This is an optimization exercise on Yosys and OpenROAD, whose aim is small area, not a production implementation. At most, simulation tests tie the RTL to the original design; equivalence was not proved. Power and IR drop assume default switching activity.

Setup of job 101:
==> flow/design.v <==
`timescale 1ns/1ns
`default_nettype none
package simdPkg;
    typedef enum logic [6-1:0] {
        opAddRegH = 6'd0, opAddRegO, opAddRegQ,
        opAddImmH = 6'd3, opAddImmO, opAddImmQ,
        opSubRegH = 6'd6, opSubRegO, opSubRegQ,
        opSubImmH = 6'd9, opSubImmO, opSubImmQ,
        opMulRegH = 6'd12, opMulRegO, opMulRegQ,
        opMulImmH = 6'd15, opMulImmO, opMulImmQ,
        opAndH = 6'd27, opAndO, opAndQ,
        opOrH = 6'd30, opOrO, opOrQ,
        opNotH = 6'd33, opNotO, opNotQ,
        opLoadH = 6'd38, opLoadO, opLoadQ,
        opStoreH = 6'd41, opStoreO, opStoreQ,
        opSetH = 6'd44, opSetO, opSetQ,
        opHalt = 6'd63
    } opcodeT;
    typedef enum logic [1:0] {laneH, laneO, laneQ} laneModeT;
    typedef enum logic [2:0] {aluAdd, aluSub, aluMul, aluAnd, aluOr, aluNot, aluSet} aluOpT;
    typedef enum logic [2:0] {classAlu, classLoad, classStore, classHalt, classNop} instrClassT;
    typedef enum logic [2:0] {
        stIdle, stFetch, stDecode, stExecute, stMemory, stWriteBack, stHalt
    } coreStateT;
    typedef logic [$clog2(4)-1:0] regIdxT;
    typedef struct packed {
        instrClassT instrClass;
        aluOpT aluOp;
        laneModeT mode;
        regIdxT srcA;
        regIdxT srcB;
        regIdxT dest;
        logic writesReg;
        logic useImm;                           
        logic [16-1:0] immValue;
    } decodedInstT;
    typedef struct packed {
        logic [10-1:0] addr;
        logic write;
        logic [16-1:0] wdata;
    } memReqT;
endpackage
`default_nettype wire
`timescale 1ns/1ns
`timescale 1ns/1ns
`timescale 1ns/1ns
`timescale 1ns/1ns
`timescale 1ns/1ns
`default_nettype none
module simdCore (
    input wire clk,
    input wire rst,
    input wire [18-1:0] instr,
    input wire ack,
    input wire [16-1:0] rdata,
    output logic [10-1:0] instrAddr,
    output logic req,
    output logic [10+16:0] memReq,
    output logic done
);
    localparam logic [1:0] sClr = 2'd0;        
    localparam logic [1:0] sRun = 2'd1;        
    localparam logic [1:0] sMem = 2'd2;        
    localparam logic [1:0] sDone = 2'd3;
    logic [1:0] state;
    logic [3:0] k;                              
    logic [3:0] cnt;                            
    logic [9:0] pc;
    logic memDone;
    assign memDone = !cnt[3];
    logic [15:0] rf [0:11];                     
    logic [15:0] t;
    logic [1:0] dig;                            
    logic [1:0] cur;                            
    logic [2:0] carry;                          
    logic inClr, inRun, inMem;
    assign inClr = (state == sClr);
    assign inRun = (state == sRun);
    assign inMem = (state == sMem);
    logic [5:0] op;
    logic [3:0] dsum;
    logic [1:0] mode;                           
    logic isHalt, isMem, isStore, isLoad, isMul, wr1;
    logic isArith, isSub, isSet, isNot, isOr;
    logic useImm, selR0, selR3;
    assign op = instr[17:12];
    assign dsum = {2'b0, op[1:0]} + {2'b0, op[3:2]} + {2'b0, op[5:4]}
                + {3'b0, op[5] & (op[3] | op[2])};
    always_comb
    begin
        case (dsum)
            4'd0, 4'd3, 4'd6, 4'd9: mode = 2'd0;
            4'd1, 4'd4, 4'd7, 4'd10: mode = 2'd1;
            default: mode = 2'd2;
        endcase
    end
    assign isHalt = &op;                                                       
    assign isMem = op[5] & ~op[4] & ((~op[3] & op[2] & op[1]) | (op[3] & ~op[2]));     
    assign isStore = op[5] & ~op[4] & op[3] & ~op[2] & (op[1] | op[0]);       
    assign isLoad = isMem & ~isStore;
    assign isMul = ~op[5] & ((~op[4] & op[3] & op[2]) | (op[4] & ~op[3] & ~op[2] & ~op[1]));    
    assign isArith = ~op[5] & ~op[4] & ~(op[3] & op[2]);                       
    assign isSet = op[5] & ~op[4] & op[3] & op[2] & ~(op[1] & op[0]);          
    assign wr1 = isArith | isSet
               | (~op[5] & op[4] & op[3] & (op[2] | (op[1] & op[0])))
               | (op[5] & ~op[4] & ~op[3] & ~op[2]);
    assign isSub = op[3] | (op[2] & op[1]);                                    
    assign isNot = op[5] & (op[1] | op[0]);                                    
    assign isOr = op[5] | (op[2] & op[1]);                                     
    assign useImm = op[5] ? op[3] : (~(op[4] & op[3]) & (op[0] ^ mode[0]));
    assign selR0 = useImm | isMem;
    assign selR3 = op[5] & ~op[3] & ~op[2] & (op[1] | op[0]);                 
    logic [1:0] ai;                             
    logic [1:0] bi;                             
    assign ai = selR0 ? instr[11:10] : (selR3 ? instr[1:0] : instr[3:2]);
    assign bi = instr[1:0];
    logic laneStart;                            
    logic immBit;
    logic immLo, immMid, immHi;
    always_comb
    begin
        case (mode)
            2'd1:
            begin
                laneStart = (k[2:0] == 3'd0);
            end
            2'd2:
            begin
                laneStart = (k[1:0] == 2'd0);
            end
            default:
            begin
                laneStart = (k == 4'd0);
            end
        endcase
    end
    assign immLo = instr[k[1:0]];
    assign immMid = instr[4 + k[1:0]];
    assign immHi = instr[8 + k[0]];
    always_comb
    begin
        if (mode[1])
            immBit = immLo;
        else if (!mode[0] && k[3])
            immBit = (k[2:1] == 2'd0) ? immHi : 1'b0;
        else
            immBit = k[2] ? immMid : immLo;
    end
    logic [2:0] aBank, bBank;
    logic aBit, bBit, bOp;
    logic [3:0] bankOut;
    always_comb
    begin
        for (int r = 0; r < 4; r++)
            case (mode)
                2'd1: bankOut[r] = rf[4 + r][0];
                2'd2: bankOut[r] = rf[8 + r][0];
                default: bankOut[r] = rf[r][0];
            endcase
        aBit = bankOut[ai];
        bBit = bankOut[bi];
    end
    assign bOp = useImm ? immBit : bBit;
    logic [2:0] di;
    logic mulPre, mulWin, mulFirst, mulLast;
    logic [3:0] cntDec;
    logic capAt, capLo, capHi;
    logic [1:0] digNext;
    assign di = cnt[2:0];
    assign mulPre = cnt[3];
    assign cntDec = cnt - 4'd1;
    assign capAt = (k[3:1] == cntDec[2:0]);    
    assign capLo = capAt && !k[0];
    assign capHi = capAt && k[0];
    assign digNext = {capHi ? bOp : dig[1], capLo ? bOp : dig[0]};
    always_comb
    begin
        case (mode)
            2'd1:
            begin
                mulWin = (k[3] == di[2]);
                mulFirst = (di[1:0] == 2'd3);
                mulLast = (di[1:0] == 2'd0);
            end
            2'd2:
            begin
                mulWin = (k[3:2] == di[2:1]);
                mulFirst = di[0];
                mulLast = ~di[0];
            end
            default:
            begin
                mulWin = 1'b1;
                mulFirst = (di == 3'd7);
                mulLast = (di == 3'd0);
            end
        endcase
    end
    logic [3:0] sum;
    logic [2:0] pend;
    logic u0, v0, u1, u2;
    assign pend = laneStart ? {2'b0, isSub && !isMul} : carry;
    assign u0 = aBit && (!isMul || cur[0]);
    assign v0 = !isMul && (bOp ^ isSub);
    assign u1 = isMul && cur[1] && aBit;
    assign u2 = isMul && !mulFirst && t[0];
    assign sum = {1'b0, pend} + {3'b0, u0} + {3'b0, v0} + {2'b0, u1, 1'b0} + {1'b0, u2, 2'b0};
    logic res;
    logic wen;
    always_comb
    begin
        if (isArith || isMul)
            res = sum[0];
        else if (isLoad)
            res = t[0];
        else if (isSet)
            res = bOp;
        else if (isNot)
            res = ~aBit;
        else if (isOr)
            res = aBit | bOp;
        else
            res = aBit & bOp;
    end
    assign wen = inRun && (wr1 || (isMul && !mulPre && mulWin && mulLast) || (isLoad && memDone));
    logic [2:0] wBank;
    logic [3:0] wReg;
    logic wBit;
    always_comb
    begin
        for (int b = 0; b < 3; b++)
            wBank[b] = inClr || (wen && (mode == 2'(b)));
        for (int r = 0; r < 4; r++)
            wReg[r] = inClr || (ai == 2'(r));
    end
    assign wBit = res && !inClr;
    always_ff @(posedge clk)
    begin
        for (int n = 0; n < 12; n++)
        begin
            if (wBank[n / 4] && wReg[n % 4])
                rf[n] <= {wBit, rf[n][15:1]};
            else
                rf[n] <= {rf[n][0], rf[n][15:1]};
        end
    end
    logic tIn, tLoad, tShift, tHold;
    assign tIn = isMul ? (mulWin ? sum[0] : t[0]) : aBit;
    assign tLoad = inMem && req && ack && !isStore;
    assign tShift = !inMem;
    assign tHold = inMem && !(req && ack && !isStore);
    always_ff @(posedge clk)
    begin
        t <= ({16{tShift}} & {tIn, t[15:1]}) | ({16{tLoad}} & rdata) | ({16{tHold}} & t);
        dig <= digNext;
        if (k == 4'd15)
            cur <= digNext;
        carry <= sum[3:1];
    end
    logic [9:0] pcInc;
    logic [10:0] pcCarry;
    logic pcStep;
    always_comb
    begin
        pcCarry[0] = pcStep;
        for (int i = 0; i < 10; i++)
        begin
            pcInc[i] = pc[i] ^ pcCarry[i];
            pcCarry[i + 1] = pc[i] & pcCarry[i];
        end
    end
    assign pcStep = inRun && !isHalt && (k == 4'd15) && !((isMem && !memDone) || (isMul && cnt != 4'd0));
    always_ff @(posedge clk)
    begin
        if (rst)
            pc <= '0;
        else
            pc <= pcInc;
    end
    always_ff @(posedge clk)
    begin
        if (rst)
        begin
            state <= sClr;
            k <= 4'd0;
            cnt <= 4'd8;
            req <= 1'b0;
        end
        else
        begin
            k <= k + 4'd1;
            case (state)
                sClr: if (k == 4'd15) state <= sRun;
                sRun:
                begin
                    if (isHalt)
                        state <= sDone;
                    else if (k == 4'd15)
                    begin
                        if (isMem && !memDone)
                            state <= sMem;
                        else if (isMul && cnt != 4'd0)
                            cnt <= cntDec;
                        else
                        begin
                            cnt <= 4'd8;
                        end
                    end
                end
                sMem:
                begin
                    if (!memDone)
                    begin
                        if (!req && !ack)
                            req <= 1'b1;         
                        if (req && ack)
                        begin
                            req <= 1'b0;
                            cnt <= 4'd0;
                        end
                    end
                    else if (k == 4'd15)
                        state <= sRun;
                end
                default: ;                       
            endcase
        end
    end
    assign instrAddr = pc;
    assign done = (state == sDone);
    assign memReq = {instr[9:0], isStore, t};
endmodule
`default_nettype wire
Settings: LEC_CHECK=0, ABC_AREA=1, CAP_MARGIN=20, CORE_MARGIN=2, CORE_UTILIZATION=40, SLEW_MARGIN=20; clock period 8.0 ns.
standard.sh (not shown) runs the stock make flow with config.mk's settings and CLKGATE_MAP_FILE= SYNTH_SCRIPT=/design/flow/synth_recipe.tcl, a recipe that flattens the netlist after the stock synthesis.
==> flow/flow/run.sh <==
#!/bin/bash
# The standard layout (standard.sh) with these changes in how it is made:
#  - synthesis maps all logic, adders included, with ABC and an area-oriented
#    script: a copy of the ORFS scripts folder where abc_area.script is
#    flow/abc_area.script (ABC_AREA is 1 in config.mk) and synth.tcl skips
#    the full/half adder extraction; the registers are mapped as before,
#  - the port buffers are the smallest buffer cell (every port still gets one),
#  - clock tree synthesis uses clkbuf_8 in clusters of 20 and adds no dummy loads.
set -euo pipefail
here=$(pwd)
rm -rf "$here/scripts_area"
cp -r "$FLOW_HOME/scripts" "$here/scripts_area"
cp "$here/flow/abc_area.script" "$here/scripts_area/abc_area.script"
python3 "$here/flow/skip_adders.py" "$here/scripts_area/synth.tcl" > "$here/skip_adders.log" 2>&1
export SCRIPTS_DIR="$here/scripts_area"
export BUFFER_PORTS_ARGS="-buffer_cell sky130_fd_sc_hd__buf_1"
export CTS_ARGS="-sink_clustering_enable -repair_clock_nets -dont_use_dummy_load -buf_list {sky130_fd_sc_hd__clkbuf_8} -sink_clustering_size 20 -sink_clustering_max_diameter 60"
bash standard.sh finish > "$here/standard_flow.log" 2>&1
==> flow/flow/abc_area.script <==
strash
&get -n
&deepsyn -J 5 -S 7
&put
dch -f
amap
topo
==> flow/flow/skip_adders.py <==
# Removes the full/half adder extraction and mapping from ORFS's synth.tcl,
# so that ABC maps that logic with the rest.
import sys
path = sys.argv[1]
text = open(path).read()
start = text.index("  # extract the full adders")
end = text.index("  dont_use_after_adder_step", start)
text = text[:start] + "  # adder extraction skipped: ABC maps the adders\n" + text[end:]
open(path, "w").write(text)
print("skipped adder extraction in", path)
The following lists how job 102 was set up differently from job 101:
-- flow/design.v --
<<< job 101, line 71
    logic [15:0] rf [0:11];                     
    logic [15:0] t;
    logic [1:0] dig;                            
    logic [1:0] cur;                            
>>> job 102, line 71
    logic [15:0] rf [0:11];                     
    logic [15:0] t;
    logic prevB;                                
    logic [1:0] dig;                            
    logic [1:0] cur;                            
<<< job 101, line 163
    assign bOp = useImm ? immBit : bBit;
    logic [2:0] di;
    logic mulPre, mulWin, mulFirst, mulLast;
    logic [3:0] cntDec;
    logic capAt, capLo, capHi;
    logic [1:0] digNext;
    assign di = cnt[2:0];
    assign mulPre = cnt[3];
    assign cntDec = cnt - 4'd1;
    assign capAt = (k[3:1] == cntDec[2:0]);    
    assign capLo = capAt && !k[0];
    assign capHi = capAt && k[0];
    assign digNext = {capHi ? bOp : dig[1], capLo ? bOp : dig[0]};
    always_comb
    begin
>>> job 102, line 164
    assign bOp = useImm ? immBit : bBit;
    logic [2:0] di;
    logic mulPre, mulWin, mulLast;
    logic [3:0] cntDec;
    logic capNow;
    logic [1:0] digNext;
    assign di = cnt[2:0];
    assign mulPre = cnt[3];
    assign cntDec = cnt - 4'd1;
    assign capNow = k[0] && (k[3:1] == cntDec[2:0]);
    assign digNext = capNow ? {bOp, prevB} : dig;
    always_comb
    begin
<<< job 101, line 180
            begin
                mulWin = (k[3] == di[2]);
                mulFirst = (di[1:0] == 2'd3);
                mulLast = (di[1:0] == 2'd0);
            end
>>> job 102, line 179
            begin
                mulWin = (k[3] == di[2]);
                mulLast = (di[1:0] == 2'd0);
            end
<<< job 101, line 186
            begin
                mulWin = (k[3:2] == di[2:1]);
                mulFirst = di[0];
                mulLast = ~di[0];
            end
>>> job 102, line 184
            begin
                mulWin = (k[3:2] == di[2:1]);
                mulLast = ~di[0];
            end
<<< job 101, line 192
            begin
                mulWin = 1'b1;
                mulFirst = (di == 3'd7);
                mulLast = (di == 3'd0);
            end
>>> job 102, line 189
            begin
                mulWin = 1'b1;
                mulLast = (di == 3'd0);
            end
<<< job 101, line 204
    assign v0 = !isMul && (bOp ^ isSub);
    assign u1 = isMul && cur[1] && aBit;
    assign u2 = isMul && !mulFirst && t[0];
    assign sum = {1'b0, pend} + {3'b0, u0} + {3'b0, v0} + {2'b0, u1, 1'b0} + {1'b0, u2, 2'b0};
    logic res;
>>> job 102, line 200
    assign v0 = !isMul && (bOp ^ isSub);
    assign u1 = isMul && cur[1] && aBit;
    assign u2 = isMul && t[0];
    assign sum = {1'b0, pend} + {3'b0, u0} + {3'b0, v0} + {2'b0, u1, 1'b0} + {1'b0, u2, 2'b0};
    logic res;
<<< job 101, line 246
    end
    logic tIn, tLoad, tShift, tHold;
    assign tIn = isMul ? (mulWin ? sum[0] : t[0]) : aBit;
    assign tLoad = inMem && req && ack && !isStore;
    assign tShift = !inMem;
>>> job 102, line 242
    end
    logic tIn, tLoad, tShift, tHold;
    assign tIn = isMul ? (!mulPre && (mulWin ? sum[0] : t[0])) : aBit;
    assign tLoad = inMem && req && ack && !isStore;
    assign tShift = !inMem;
<<< job 101, line 253
    begin
        t <= ({16{tShift}} & {tIn, t[15:1]}) | ({16{tLoad}} & rdata) | ({16{tHold}} & t);
        dig <= digNext;
        if (k == 4'd15)
>>> job 102, line 249
    begin
        t <= ({16{tShift}} & {tIn, t[15:1]}) | ({16{tLoad}} & rdata) | ({16{tHold}} & t);
        prevB <= bOp;
        dig <= digNext;
        if (k == 4'd15)
Notes after the runs:
Job 102 reached the end of the flow, and the finished layout is clean on the timing, design-rule and antenna checks.
Looking at the reports, job 101 completed the entire flow and the layout it produced met the timing, design-rule and antenna checks.
Number of multi-input logic gates sits higher in job 102 than in job 101.
Taking job 101 as the reference, in job 102 routed wire length has increased; y dimension of the die increased by 1.5 um relative to the old numbers; post-synthesis area per instance has remained practically unchanged.
Going from job 101 to job 102, part of the Yosys area used for sequential elements shrinks by 1.4 points.
Sort job 101 and job 102 by wire length on met3 desc -> top: job 102
For job 102, only the layout was checked, not whether the RTL still works.

* * *

simdCore, a different RTL version from the one above (not shown whole).
For scale: ~600 cells after synthesis, roughly 240 flip-flops, ~76 I/O pins.
// simdCore
module simdCore (
    input wire clk,
    input wire rst,
    input wire [18-1:0] instr,
    input wire ack,
    input wire [16-1:0] rdata,
    output logic [10-1:0] instrAddr,
    output logic req,
    output logic [10+16:0] memReq,
    output logic done
);
Settings: LEC_CHECK=0, ABC_AREA=1, CAP_MARGIN=20, CORE_MARGIN=2, CORE_UTILIZATION=40, SLEW_MARGIN=20; clock period 8.0 ns.
==> flow/flow/run.sh <==
#!/bin/bash
# The standard layout (standard.sh) with three changes in how it is made:
#  - ABC maps the logic with an area-oriented script (abc_area.script in a
#    copy of the ORFS scripts folder; ABC_AREA is 1 in config.mk),
#  - the port buffers are the smallest buffer cell (every port still gets one),
#  - clock tree synthesis uses clkbuf_8 in clusters of 20 and adds no dummy loads.
set -euo pipefail
here=$(pwd)
rm -rf "$here/scripts_area"
cp -r "$FLOW_HOME/scripts" "$here/scripts_area"
cp "$here/flow/abc_area.script" "$here/scripts_area/abc_area.script"
export SCRIPTS_DIR="$here/scripts_area"
export BUFFER_PORTS_ARGS="-buffer_cell sky130_fd_sc_hd__buf_1"
export CTS_ARGS="-sink_clustering_enable -repair_clock_nets -dont_use_dummy_load -buf_list {sky130_fd_sc_hd__clkbuf_8} -sink_clustering_size 20 -sink_clustering_max_diameter 60"
bash standard.sh finish > "$here/standard_flow.log" 2>&1
Scripts as last shown in full above: flow/flow/abc_area.script
The baseline produced a clean layout.
Then changed:
--- a/flow/design.v
+++ b/flow/design.v
@@ -151,24 +151,23 @@
             immBit = (k[2:1] == 2'd0) ? immHi : 1'b0;
         else
             immBit = k[2] ? immMid : immLo;
     end
     logic [2:0] aBank, bBank;
     logic aBit, bBit, bOp;
+    logic [3:0] bankOut;
     always_comb
     begin
-        for (int b = 0; b < 3; b++)
-        begin
-            aBank[b] = rf[b * 4 + ai][0];
-            bBank[b] = rf[b * 4 + bi][0];
-        end
-        case (mode)
-            2'd1: begin aBit = aBank[1]; bBit = bBank[1]; end
-            2'd2: begin aBit = aBank[2]; bBit = bBank[2]; end
-            default: begin aBit = aBank[0]; bBit = bBank[0]; end
-        endcase
+        for (int r = 0; r < 4; r++)
+            case (mode)
+                2'd1: bankOut[r] = rf[4 + r][0];
+                2'd2: bankOut[r] = rf[8 + r][0];
+                default: bankOut[r] = rf[r][0];
+            endcase
+        aBit = bankOut[ai];
+        bBit = bankOut[bi];
     end
     assign bOp = useImm ? immBit : bBit;
     logic [2:0] di;
     logic mulPre, mulWin, mulFirst, mulLast;
     logic [3:0] cntDec;
     logic capNow;
@@ -235,22 +234,22 @@
     logic [2:0] wBank;
     logic [3:0] wReg;
     logic wBit;
     always_comb
     begin
         for (int b = 0; b < 3; b++)
-            wBank[b] = wen && (mode == 2'(b));
+            wBank[b] = inClr || (wen && (mode == 2'(b)));
         for (int r = 0; r < 4; r++)
-            wReg[r] = (ai == 2'(r));
+            wReg[r] = inClr || (ai == 2'(r));
     end
     assign wBit = res && !inClr;
     always_ff @(posedge clk)
     begin
         for (int n = 0; n < 12; n++)
         begin
-            if (inClr || (wBank[n / 4] && wReg[n % 4]))
+            if (wBank[n / 4] && wReg[n % 4])
                 rf[n] <= {wBit, rf[n][15:1]};
             else
                 rf[n] <= {rf[n][0], rf[n][15:1]};
         end
     end
     logic tIn, tLoad, tShift, tHold;
After rerunning:
- The changed run produced a clean layout
- first-iteration DRC count decreases by 29%
- sequential cell count stays the same
- hold slack gets better by 30 ps
- design area is lower by 0.77%
- routed wire length goes down by 5.0%
- area after synthesis came out lower by 1.1%
- critical path depth rose by 2
- clock power drops by 5.0%
- global-route usage goes down by 0.52 points
- non-clock buffer count goes up by 5
- via count drops by 3.5%
- die area went down by 1.1%
- sequential share of layout area came out higher by 0.49 points
- total power fell by 5.2%

==> re-timing with driven ports <==
No port has a modelled driver above. Below, the same layouts with a new extraction and two added sets of constraints. Step 1 sets driving cells, clkbuf_16 on the clock port and buf_2 on the other inputs (assumed; they add their load-dependent delay and slew). Step 2, shift: input delay + t, output delay - t, t = (earliest + latest rising clock arrival at the registers) / 2. This alone moves slack from input paths to output paths. a / b / c = ideal ports / drivers / drivers and shift; a / b = the first two.
run | t, ns | slack for setup (ns) | latest minus earliest clock arrival (ns) | worst register clock-pin slew, ns
job 101 | 0.492 | 1.205 / 1.207 / 0.715 | 0.082 / 0.082 | 0.11 / 0.11
job 102 | 0.497 | 1.106 / 1.106 / 0.609 | 0.062 / 0.062 | 0.11 / 0.11
the first run of note 2 | 0.519 | 0.760 / 0.769 / 0.250 | 0.056 / 0.056 | 0.11 / 0.11
the second run of note 2 | 0.511 | 0.565 / 0.577 / 0.066 | 0.036 / 0.036 | 0.11 / 0.11
After both steps every run listed still meets setup and hold. The setup slack of the first run of note 2, which loses most, moves by +0.009 ns with the drivers and by -0.510 ns with both steps.
